From an optimization exercise on the open Yosys and OpenROAD flow, aimed at a short achievable clock period and few clock cycles; shortcuts taken in it are not production practice.
The RTL was checked by simulation tests, not by an equivalence proof against the original design.
Power figures rest on the tool's default switching activity, not on a simulated workload.

== 07-21 ==
// cpu_top
module cpu_top (
    input  logic                      clock,
    input  logic                      arst_n,
    output logic [32-1:0]     imem_addr,
    input  logic [32-1:0]     imem_rdata,
    output logic [32-1:0]     dmem_addr,
    output logic [32-1:0]     dmem_wdata,
    output logic                      dmem_wren,
    input  logic [32-1:0]     dmem_rdata,
    output logic [5-1:0] rf_raddr_a,
    output logic [5-1:0] rf_raddr_b,
    input  logic [32-1:0]     rf_rdata_a,
    input  logic [32-1:0]     rf_rdata_b,
    output logic                      rf_wen,
    output logic [5-1:0] rf_widx,
    output logic [32-1:0]     rf_wdata
);
Size: about 880 flip-flops, ~0.044 mm² of cells after synthesis.
Settings: LEC_CHECK=0, ABC_CLOCK_PERIOD_IN_PS=2000, CAP_MARGIN=20, CORE_MARGIN=2, CORE_UTILIZATION=40, SETUP_SLACK_MARGIN=5, SLEW_MARGIN=20, TNS_END_PERCENT=100; clock period 9.0 ns.
run.sh (not shown) runs the stock make flow with config.mk's settings and CLKGATE_MAP_FILE= SYNTH_SCRIPT=/design/flow/synth_recipe.tcl, a recipe that flattens the netlist after the stock synthesis.
07-21 reached the end of the flow, and the finished layout is clean on the timing, DRC and antenna checks.
Testbench counts of 07-21, summed over its fixed seeds: cycles 47,728.
Input changes introduced in 01-22 (baseline for comparison: 07-21):
==> flow/flow/run.sh (new file) <==
#!/bin/bash
# The standard layout, with timing repair aiming somewhat below the clock
# period: repair_timing keeps working until the setup slack reaches
# SETUP_SLACK_MARGIN. Make's output goes to standard.log, ORFS's own logs to
# orfs/logs.
set -euo pipefail
bash standard.sh SETUP_SLACK_MARGIN=7.0 finish > standard.log 2>&1
==> flow/standard.sh (new file) <==
#!/bin/bash
# synth_recipe.tcl (not shown) runs the flow's synth.tcl, then flattens the netlist and writes it again
# the make line also repeats each setting of config.mk as NAME=value (left out here)
make -C /OpenROAD-flow-scripts/flow DESIGN_CONFIG=/design/flow/config.mk WORK_HOME=/design/flow/orfs CLKGATE_MAP_FILE= SYNTH_SCRIPT=/design/flow/synth_recipe.tcl "${@:-finish}"
removed: flow/run.sh
Findings:
01-22 was carried through to the last stage, and its layout satisfied the timing, DRC and antenna checks.
Area occupied by multi-input gates (01-22 vs. 07-21) increases by more than a quarter
Looking at number of antenna violations at the first check in global routing, 01-22 sits 3 higher than 07-21 does.
07-21 reports its start-to-end type of the worst setup path as in -> reg while 01-22 reports reg -> reg.
Between 07-21 and 01-22, the difference in post-placement cell count is negligible.
Detailed route, 01-22 vs 07-21: via total higher for 01-22
For 01-22, the heaviest power group was combinational cells, unlike 07-21, where it was sequential cells.
01-22 vs. 07-21: layout overhead on the synthesized area went up 37 points; total power after layout went up; share of the core filled with cells in the final layout now sits higher; internal power now larger.

* * *

cpu_top, a different RTL version from the one above (not shown whole).
Size: about 3500 cells after synthesis, roughly 280 I/O pins, about 35000 µm² of cells after synthesis.
Design cpu_top, start of the top module:
module cpu_top (
    input  logic                      clock,
    input  logic                      arst_n,
    output logic [32-1:0]     imem_addr,
    input  logic [32-1:0]     imem_rdata,
    output logic [32-1:0]     dmem_addr,
    output logic [32-1:0]     dmem_wdata,
    output logic                      dmem_wren,
    input  logic [32-1:0]     dmem_rdata,
    output logic [5-1:0] rf_raddr_a,
    output logic [5-1:0] rf_raddr_b,
    input  logic [32-1:0]     rf_rdata_a,
    input  logic [32-1:0]     rf_rdata_b,
    output logic                      rf_wen,
    output logic [5-1:0] rf_widx,
    output logic [32-1:0]     rf_wdata
);
    localparam logic [4:0] OP_R    = 5'd0;
    localparam logic [4:0] OP_J    = 5'd1;
    localparam logic [4:0] OP_BNE  = 5'd2;
    localparam logic [4:0] OP_JAL  = 5'd3;
    localparam logic [4:0] OP_JR   = 5'd4;
    localparam logic [4:0] OP_ADDI = 5'd5;
    localparam logic [4:0] OP_BLT  = 5'd6;
    localparam logic [4:0] OP_SW   = 5'd7;
    localparam logic [4:0] OP_LW   = 5'd8;
    logic [31:0] pc;
    logic [31:0] ras;
    logic [31:0] bp;
    logic [4:0]  bp_idx;
    logic        u_valid;
    logic [4:0]  u_idx;
    logic        u_taken;
    logic        r_redirect;
    logic        d_valid;
    logic [31:0] d_insn;
    logic [31:0] d_pc1;
    logic [4:0]  d_pcl;
    logic        d_pred_taken;
    logic [31:0] d_pred_npc;
  ...
Settings: LEC_CHECK=0, ABC_CLOCK_PERIOD_IN_PS=2000, CAP_MARGIN=20, CORE_MARGIN=2, CORE_UTILIZATION=40, PLACE_DENSITY=0.7, SETUP_SLACK_MARGIN=5, SLEW_MARGIN=20, TNS_END_PERCENT=100; clock period 9.0 ns.
standard.sh (not shown) runs the stock make flow with config.mk's settings and CLKGATE_MAP_FILE= SYNTH_SCRIPT=/design/flow/synth_recipe.tcl, a recipe that flattens the netlist after the stock synthesis.
==> flow/flow/run.sh <==
#!/bin/bash
# The standard layout, with timing repair aiming somewhat below the clock
# period: repair_timing keeps working until the setup slack reaches
# SETUP_SLACK_MARGIN. Make's output goes to standard.log, ORFS's own logs to
# orfs/logs.
set -euo pipefail
bash standard.sh SETUP_SLACK_MARGIN=5.8 finish > standard.log 2>&1
Testbench counts at the start, summed over its fixed seeds: cycles 47,641.
Change:
--- a/flow/config.mk
+++ b/flow/config.mk
@@ -12 +11,0 @@
-export PLACE_DENSITY = 0.7
=>
- The changed run ran to the end with no violations
- worst setup slack improved by 0.011 ns
- maximum frequency rises by about 0.35%
- routed wire length rises by about 2.4%
- die area stays the same
- synthesized area stays the same
- global-route usage rises by 0.77 points
- final area rises by about 0.5%
- worst hold slack improved by 0.0033 ns
- utilization rises by 0.26 points
- non-clock buffer count rises by 18
- first-iteration DRC count falls by 15%
Change:
--- a/flow/flow/run.sh
+++ b/flow/flow/run.sh
@@ -7 +7 @@
-bash standard.sh SETUP_SLACK_MARGIN=5.8 finish > standard.log 2>&1
+bash standard.sh SETUP_SLACK_MARGIN=5.5 finish > standard.log 2>&1
Result:
- critical path depth stays the same
- via count goes down by 2.6%
- global-route usage goes down by 0.39 points
- count of clock-buffer cells in the layout goes down by 7

* * *

cpu_top with an RTL version that a note above also has.
For scale: ~4300 cells after synthesis, about 880 flip-flops, ~280 I/O pins, about 44000 um^2 of cells after synthesis.
export LEC_CHECK = 0
export ABC_CLOCK_PERIOD_IN_PS = 2000
export CAP_MARGIN = 20
export CORE_MARGIN = 2
export CORE_UTILIZATION = 40
export SETUP_SLACK_MARGIN = 5
export SLEW_MARGIN = 20
export TNS_END_PERCENT = 100
create_clock -name core_clock -period 9.0 [get_ports {clock}]
==> flow/flow/run.sh <==
#!/bin/bash
# The standard layout, with timing repair aiming somewhat below the clock
# period: repair_timing keeps working until the setup slack reaches
# SETUP_SLACK_MARGIN. Make's output goes to standard.log, ORFS's own logs to
# orfs/logs.
set -euo pipefail
bash standard.sh SETUP_SLACK_MARGIN=6.2 finish > standard.log 2>&1
Testbench counts at the start, summed over its fixed seeds: cycles 47,728.
Change:
--- a/flow/flow/run.sh
+++ b/flow/flow/run.sh
@@ -5,3 +5,3 @@
 # orfs/logs.
 set -euo pipefail
-bash standard.sh SETUP_SLACK_MARGIN=6.2 finish > standard.log 2>&1
+bash standard.sh SETUP_SLACK_MARGIN=5.8 finish > standard.log 2>&1
Critical path depth went down by 1. Sequential power is about the same. Sequential cell count is unchanged. Fmax went up by 1.7%. Routed wire length goes down by 3.9%. Clock power went up by about 1%. Setup slack improved by 63 ps. Register-to-register slack is better by 20 ps. Design area goes down by 4.8%. Final cell count drops by 2.2%. Synthesized cell count does not change.

* * *

RTL: one of the versions met above, not the one the previous note started from.
Size in the first run: about 3500 cells after synthesis, ~650 flip-flops.
==> flow/config.mk <==
export PLATFORM = sky130hd
export DESIGN_NAME = cpu_top
export DESIGN_NICKNAME = cpu_top
export VERILOG_FILES = /design/flow/design.v
export SDC_FILE = /design/flow/constraint.sdc
export NUM_CORES = 4
export LEC_CHECK = 0
export ABC_CLOCK_PERIOD_IN_PS = 3300
export CAP_MARGIN = 20
export CORE_MARGIN = 2
export CORE_UTILIZATION = 40
export SETUP_SLACK_MARGIN = 5
export SLEW_MARGIN = 20
export TNS_END_PERCENT = 100
==> flow/constraint.sdc <==
create_clock -name core_clock -period 9.0 [get_ports {clock}]
set_input_delay 1.8000 -clock core_clock [delete_from_list [all_inputs] [get_ports {clock}]]
set_output_delay 1.8000 -clock core_clock [all_outputs]
set_load 0.01 [all_outputs]
==> flow/flow/run.sh <==
#!/bin/bash
# The standard layout, with timing repair aiming somewhat below the clock
# period: repair_timing keeps working until the setup slack reaches
# SETUP_SLACK_MARGIN. Make's output goes to standard.log, ORFS's own logs to
# orfs/logs.
set -euo pipefail
bash standard.sh SETUP_SLACK_MARGIN=5.8 finish > standard.log 2>&1
Testbench counts at the start, summed over its fixed seeds: cycles 47,641.
Change:
- ABC_CLOCK_PERIOD_IN_PS: 3300 -> 1200
Power stays the same; cell count is unchanged; sequential share of layout area stays the same; routed wire length stays the same; via count stays the same; final area does not change; sequential cell count stays the same; setup slack is unchanged; die area is unchanged; critical path depth stays the same.

[afterwards: timing with drivers on the ports]
How much do the figures lean on ideal ports? The routed layouts below were timed once more, with nothing changed but the port constraints.
Step 1 assumes that a clkbuf_16 drives the clock port and a buf_2 every other input.
Step 2 times the ports against the registers' clock, not the clock port: input delays grow and output delays shrink by t, the midpoint of the rising clock arrivals with the driver on.
Slacks: no drivers / after step 1 / after step 2; pairs: no drivers / after step 1.
run	t (ns)	setup WS [ns]	worst hold slack (ns)	worst setup path at the end	worst register clock-pin slew, ns
07-21	0.744	5.004 / 5.049 / 4.306	0.312 / 0.312 / 0.312	input to register	0.07 / 0.07
01-22	0.780	4.821 / 4.821 / 4.469	0.303 / 0.303 / 0.303	input to register	0.08 / 0.08
the first run of note 2	0.694	5.734 / 5.744 / 5.062	0.322 / 0.322 / 0.322	input to register	0.07 / 0.07
the second run of note 2	0.702	5.745 / 5.745 / 5.072	0.326 / 0.326 / 0.326	input to register	0.07 / 0.07
the third run of note 2	0.693	5.517 / 5.468 / 4.997	0.326 / 0.326 / 0.326	input to register	0.07 / 0.07
the first run of note 3	0.758	5.196 / 5.186 / 4.428	0.321 / 0.321 / 0.321	input to register	0.07 / 0.07
the second run of note 3	0.766	5.259 / 5.235 / 4.469	0.311 / 0.311 / 0.311	input to register	0.07 / 0.07
the first run of note 4	0.702	5.745 / 5.745 / 5.072	0.326 / 0.326 / 0.326	input to register	0.07 / 0.07
the second run of note 4	0.702	5.745 / 5.745 / 5.072	0.326 / 0.326 / 0.326	input to register	0.07 / 0.07
After both steps every run listed still meets setup and hold. The setup slack of the second run of note 3, which loses most, moves by -0.024 ns with the drivers and by -0.790 ns with both steps.
